What follows belongs to an exercise in optimizing a design on an open flow for small area; a production flow would make more cautious choices. No activity file was given, so power comes from the tool's default toggle rates.

P:
==> module box_tracker, before the edit <==
module box_tracker #(
	parameter int IMAGE_W = 640
) (
	input  logic        clk,
	input  logic        reset_n,
	input  logic        fire_i,
	input  logic [25:0] beat_i,
	input  logic [9:0]  pixel_x_i,
	input  logic        is_video_i,
	input  logic [1:0]  colour_i,
	output logic [62:0] boxes_o,        
	output logic        frame_done_o
);
	localparam logic [9:0] X_LAST = 10'(IMAGE_W - 1);
	logic [29:0] run_min, run_max;
	logic [29:0] min_nxt, max_nxt;
	logic [2:0]  run_hit, hit_nxt, match;
	logic        sop, eop;
	assign sop = beat_i[1];
	assign eop = beat_i[0];
	always_comb begin
		for (int c = 1; c <= 3; c++) begin
			match[c-1]              = !sop && (colour_i == 2'(c));
			min_nxt[(c-1)*10 +: 10] = (match[c-1] && !video_pkg::ge10(pixel_x_i, run_min[(c-1)*10 +: 10])) ? pixel_x_i : run_min[(c-1)*10 +: 10];
			max_nxt[(c-1)*10 +: 10] = (match[c-1] && !video_pkg::ge10(run_max[(c-1)*10 +: 10], pixel_x_i)) ? pixel_x_i : run_max[(c-1)*10 +: 10];
			hit_nxt[c-1]            = run_hit[c-1] | match[c-1];
		end
	end
	always_ff @(posedge clk) begin
		if (fire_i) begin
			if (sop || (eop && is_video_i)) begin
				run_hit <= '0;
				run_min <= {3{X_LAST}};
				run_max <= '0;
			end else begin
				run_min <= min_nxt;
				run_max <= max_nxt;
				run_hit <= hit_nxt;
			end
		end
	end
	always_ff @(posedge clk) begin
		if (!reset_n) begin
			boxes_o      <= '0;
			frame_done_o <= 1'b0;
		end else begin
			frame_done_o <= 1'b0;
			if (fire_i && !sop && eop && is_video_i) begin   
				frame_done_o <= 1'b1;
				for (int c = 1; c <= 3; c++) begin
					boxes_o[(c-1)*21 +: 21] <= {hit_nxt[c-1], min_nxt[(c-1)*10 +: 10], max_nxt[(c-1)*10 +: 10]};
				end
			end
		end
	end
endmodule
==> module overlay_mixer, before the edit <==
module overlay_mixer (
	input  logic [25:0] beat_i,
	input  logic [9:0]  pixel_x_i,
	input  logic        is_video_i,
	input  logic [1:0]  colour_i,
	input  logic [62:0] boxes_i,        
	input  logic        overlay_en_i,
	input  logic [71:0] box_col_i,      
	output logic [25:0] beat_o
);
	logic [23:0] pix;
	logic [23:0] new_pix;
	logic [7:0]  grey;
	logic [1:0]  box_sel;
	logic [20:0] bx;
	assign pix  = beat_i[25:2];
	logic [6:0] rb;
	logic       c1, c2;
	always_comb begin
		c1 = 1'b0;
		for (int i = 0; i < 6; i++) begin
			rb[i] = pix[18 + i] ^ pix[2 + i] ^ c1;
			c1    = (pix[18 + i] & pix[2 + i]) | (pix[18 + i] & c1) | (pix[2 + i] & c1);
		end
		rb[6] = c1;
		c2 = 1'b0;
		for (int i = 0; i < 7; i++) begin
			grey[i] = rb[i] ^ pix[9 + i] ^ c2;
			c2      = (rb[i] & pix[9 + i]) | (rb[i] & c2) | (pix[9 + i] & c2);
		end
		grey[7] = c2;
	end
	always_comb begin
		box_sel = video_pkg::NONE;
		for (int c = 3; c >= 1; c--) begin   
			bx = boxes_i[(c-1)*21 +: 21];
			if (bx[20] && (bx[19:10] == pixel_x_i || bx[9:0] == pixel_x_i))
				box_sel = 2'(c);
		end
		case (box_sel)
			video_pkg::RED:   new_pix = box_col_i[23:0];    
			video_pkg::GREEN: new_pix = box_col_i[47:24];
			video_pkg::BLUE:  new_pix = box_col_i[71:48];
			default: begin
				case (colour_i)
					video_pkg::RED:   new_pix = video_pkg::HIGHLIGHT_RED;
					video_pkg::GREEN: new_pix = video_pkg::HIGHLIGHT_GREEN;
					video_pkg::BLUE:  new_pix = video_pkg::HIGHLIGHT_BLUE;
					default:          new_pix = {grey, grey, grey};
				endcase
			end
		endcase
		beat_o = beat_i;
		if (overlay_en_i && !beat_i[1] && is_video_i) beat_o[25:2] = new_pix;   
	end
endmodule
Settings: LEC_CHECK=0, CAP_MARGIN=20, CORE_MARGIN=2, CORE_UTILIZATION=40, SLEW_MARGIN=20; clock period 5.0 ns.
run.sh (not shown) runs the stock make flow with config.mk's settings and CLKGATE_MAP_FILE= SYNTH_SCRIPT=/design/flow/synth_recipe.tcl, a recipe that flattens the netlist after the stock synthesis.
In P the implementation completed, yet the final layout does not meet the checks, the culprit being negative setup slack.
Modified inputs, Q compared to P
--- a/flow/design.v
+++ b/flow/design.v
@@ -184,31 +184,30 @@
 	logic [29:0] run_min, run_max;
 	logic [29:0] min_nxt, max_nxt;
 	logic [2:0]  run_hit, hit_nxt, match;
 	logic        sop, eop;
 	assign sop = beat_i[1];
 	assign eop = beat_i[0];
+	logic        clr;
+	logic [2:0]  lower, higher;   
+	assign clr = sop || (eop && is_video_i);
 	always_comb begin
 		for (int c = 1; c <= 3; c++) begin
 			match[c-1]              = !sop && (colour_i == 2'(c));
-			min_nxt[(c-1)*10 +: 10] = (match[c-1] && !video_pkg::ge10(pixel_x_i, run_min[(c-1)*10 +: 10])) ? pixel_x_i : run_min[(c-1)*10 +: 10];
-			max_nxt[(c-1)*10 +: 10] = (match[c-1] && !video_pkg::ge10(run_max[(c-1)*10 +: 10], pixel_x_i)) ? pixel_x_i : run_max[(c-1)*10 +: 10];
+			lower[c-1]              = match[c-1] && !video_pkg::ge10(pixel_x_i, run_min[(c-1)*10 +: 10]);
+			higher[c-1]             = match[c-1] && !video_pkg::ge10(run_max[(c-1)*10 +: 10], pixel_x_i);
+			min_nxt[(c-1)*10 +: 10] = lower[c-1] ? pixel_x_i : run_min[(c-1)*10 +: 10];
+			max_nxt[(c-1)*10 +: 10] = higher[c-1] ? pixel_x_i : run_max[(c-1)*10 +: 10];
 			hit_nxt[c-1]            = run_hit[c-1] | match[c-1];
 		end
 	end
 	always_ff @(posedge clk) begin
-		if (fire_i) begin
-			if (sop || (eop && is_video_i)) begin
-				run_hit <= '0;
-				run_min <= {3{X_LAST}};
-				run_max <= '0;
-			end else begin
-				run_min <= min_nxt;
-				run_max <= max_nxt;
-				run_hit <= hit_nxt;
-			end
+		for (int c = 1; c <= 3; c++) begin
+			if (fire_i && (clr || lower[c-1]))  run_min[(c-1)*10 +: 10] <= clr ? X_LAST : pixel_x_i;
+			if (fire_i && (clr || higher[c-1])) run_max[(c-1)*10 +: 10] <= clr ? 10'd0 : pixel_x_i;
+			if (fire_i && (clr || match[c-1]))  run_hit[c-1] <= !clr;
 		end
 	end
 	always_ff @(posedge clk) begin
 		if (!reset_n) begin
 			boxes_o      <= '0;
 			frame_done_o <= 1'b0;
@@ -235,13 +234,12 @@
 	input  logic [71:0] box_col_i,      
 	output logic [25:0] beat_o
 );
 	logic [23:0] pix;
 	logic [23:0] new_pix;
 	logic [7:0]  grey;
-	logic [1:0]  box_sel;
 	logic [20:0] bx;
 	assign pix  = beat_i[25:2];
 	logic [6:0] rb;
 	logic       c1, c2;
 	always_comb begin
 		c1 = 1'b0;
@@ -254,32 +252,28 @@
 		for (int i = 0; i < 7; i++) begin
 			grey[i] = rb[i] ^ pix[9 + i] ^ c2;
 			c2      = (rb[i] & pix[9 + i]) | (rb[i] & c2) | (pix[9 + i] & c2);
 		end
 		grey[7] = c2;
 	end
+	logic [2:0]  on_box;    
+	logic [2:0]  sel;       
+	logic [23:0] col, hl;
 	always_comb begin
-		box_sel = video_pkg::NONE;
-		for (int c = 3; c >= 1; c--) begin   
-			bx = boxes_i[(c-1)*21 +: 21];
-			if (bx[20] && (bx[19:10] == pixel_x_i || bx[9:0] == pixel_x_i))
-				box_sel = 2'(c);
-		end
-		case (box_sel)
-			video_pkg::RED:   new_pix = box_col_i[23:0];    
-			video_pkg::GREEN: new_pix = box_col_i[47:24];
-			video_pkg::BLUE:  new_pix = box_col_i[71:48];
-			default: begin
-				case (colour_i)
-					video_pkg::RED:   new_pix = video_pkg::HIGHLIGHT_RED;
-					video_pkg::GREEN: new_pix = video_pkg::HIGHLIGHT_GREEN;
-					video_pkg::BLUE:  new_pix = video_pkg::HIGHLIGHT_BLUE;
-					default:          new_pix = {grey, grey, grey};
-				endcase
-			end
-		endcase
+		for (int c = 0; c < 3; c++) begin
+			bx        = boxes_i[c*21 +: 21];
+			on_box[c] = bx[20] && (bx[19:10] == pixel_x_i || bx[9:0] == pixel_x_i);
+		end
+		sel[0] = on_box[0];
+		sel[1] = on_box[1] && !on_box[0];
+		sel[2] = on_box[2] && !on_box[1] && !on_box[0];
+		col = ({24{sel[0]}} & box_col_i[23:0]) | ({24{sel[1]}} & box_col_i[47:24]) | ({24{sel[2]}} & box_col_i[71:48]);
+		hl  = {{8{colour_i == video_pkg::RED}}, {8{colour_i == video_pkg::GREEN}}, {8{colour_i == video_pkg::BLUE}}};
+		if (|on_box)                         new_pix = col;     
+		else if (colour_i != video_pkg::NONE) new_pix = hl;      
+		else                                 new_pix = {grey, grey, grey};
 		beat_o = beat_i;
 		if (overlay_en_i && !beat_i[1] && is_video_i) beat_o[25:2] = new_pix;   
 	end
 endmodule
 `default_nettype wire
 `default_nettype none
## What came out
In Q the implementation completed, yet the final layout does not meet the checks, the culprit being negative setup slack. Diff Q..P | count of port buffers added during placement | unchanged. The sequential cell fraction of total power in Q sits 2.9 points above the value recorded for P. Of P and Q, Q shows the higher starting density of the core, with P below it. Diff P -> Q: clock-buffer cell count dropped 9.6%, final critical-path required period dropped 0.17 ns, cell area reported after detailed placement climbed 1.3%.
No functional check of the RTL was part of any run of this note.

## static timing again, ports no longer ideal
The flow's constraints put no driver on any port. The routed layouts listed below were extracted and timed again, unchanged, in two steps.
Step 1 sets driving cells, clkbuf_16 on the clock port and buf_2 on the other inputs (assumed; they add their load-dependent delay and slew).
Step 2 times the ports against the registers' clock, not the clock port: input delays grow and output delays shrink by t, the midpoint of the rising clock arrivals with the driver on.
Slacks: no drivers / after step 1 / after step 2; pairs: no drivers / after step 1.
| run | shift t [ns] | setup WS [ns] | worst hold slack (ns) | slew at the worst register clock pin (ns) |
|---|---|---|---|---|
| P | 0.597 | -0.490 / -0.490 / -0.490 | 0.471 / 0.471 / 0.471 | 0.06 / 0.06 |
| Q | 0.571 | -0.320 / -0.320 / -0.320 | 0.493 / 0.493 / 0.493 | 0.06 / 0.06 |
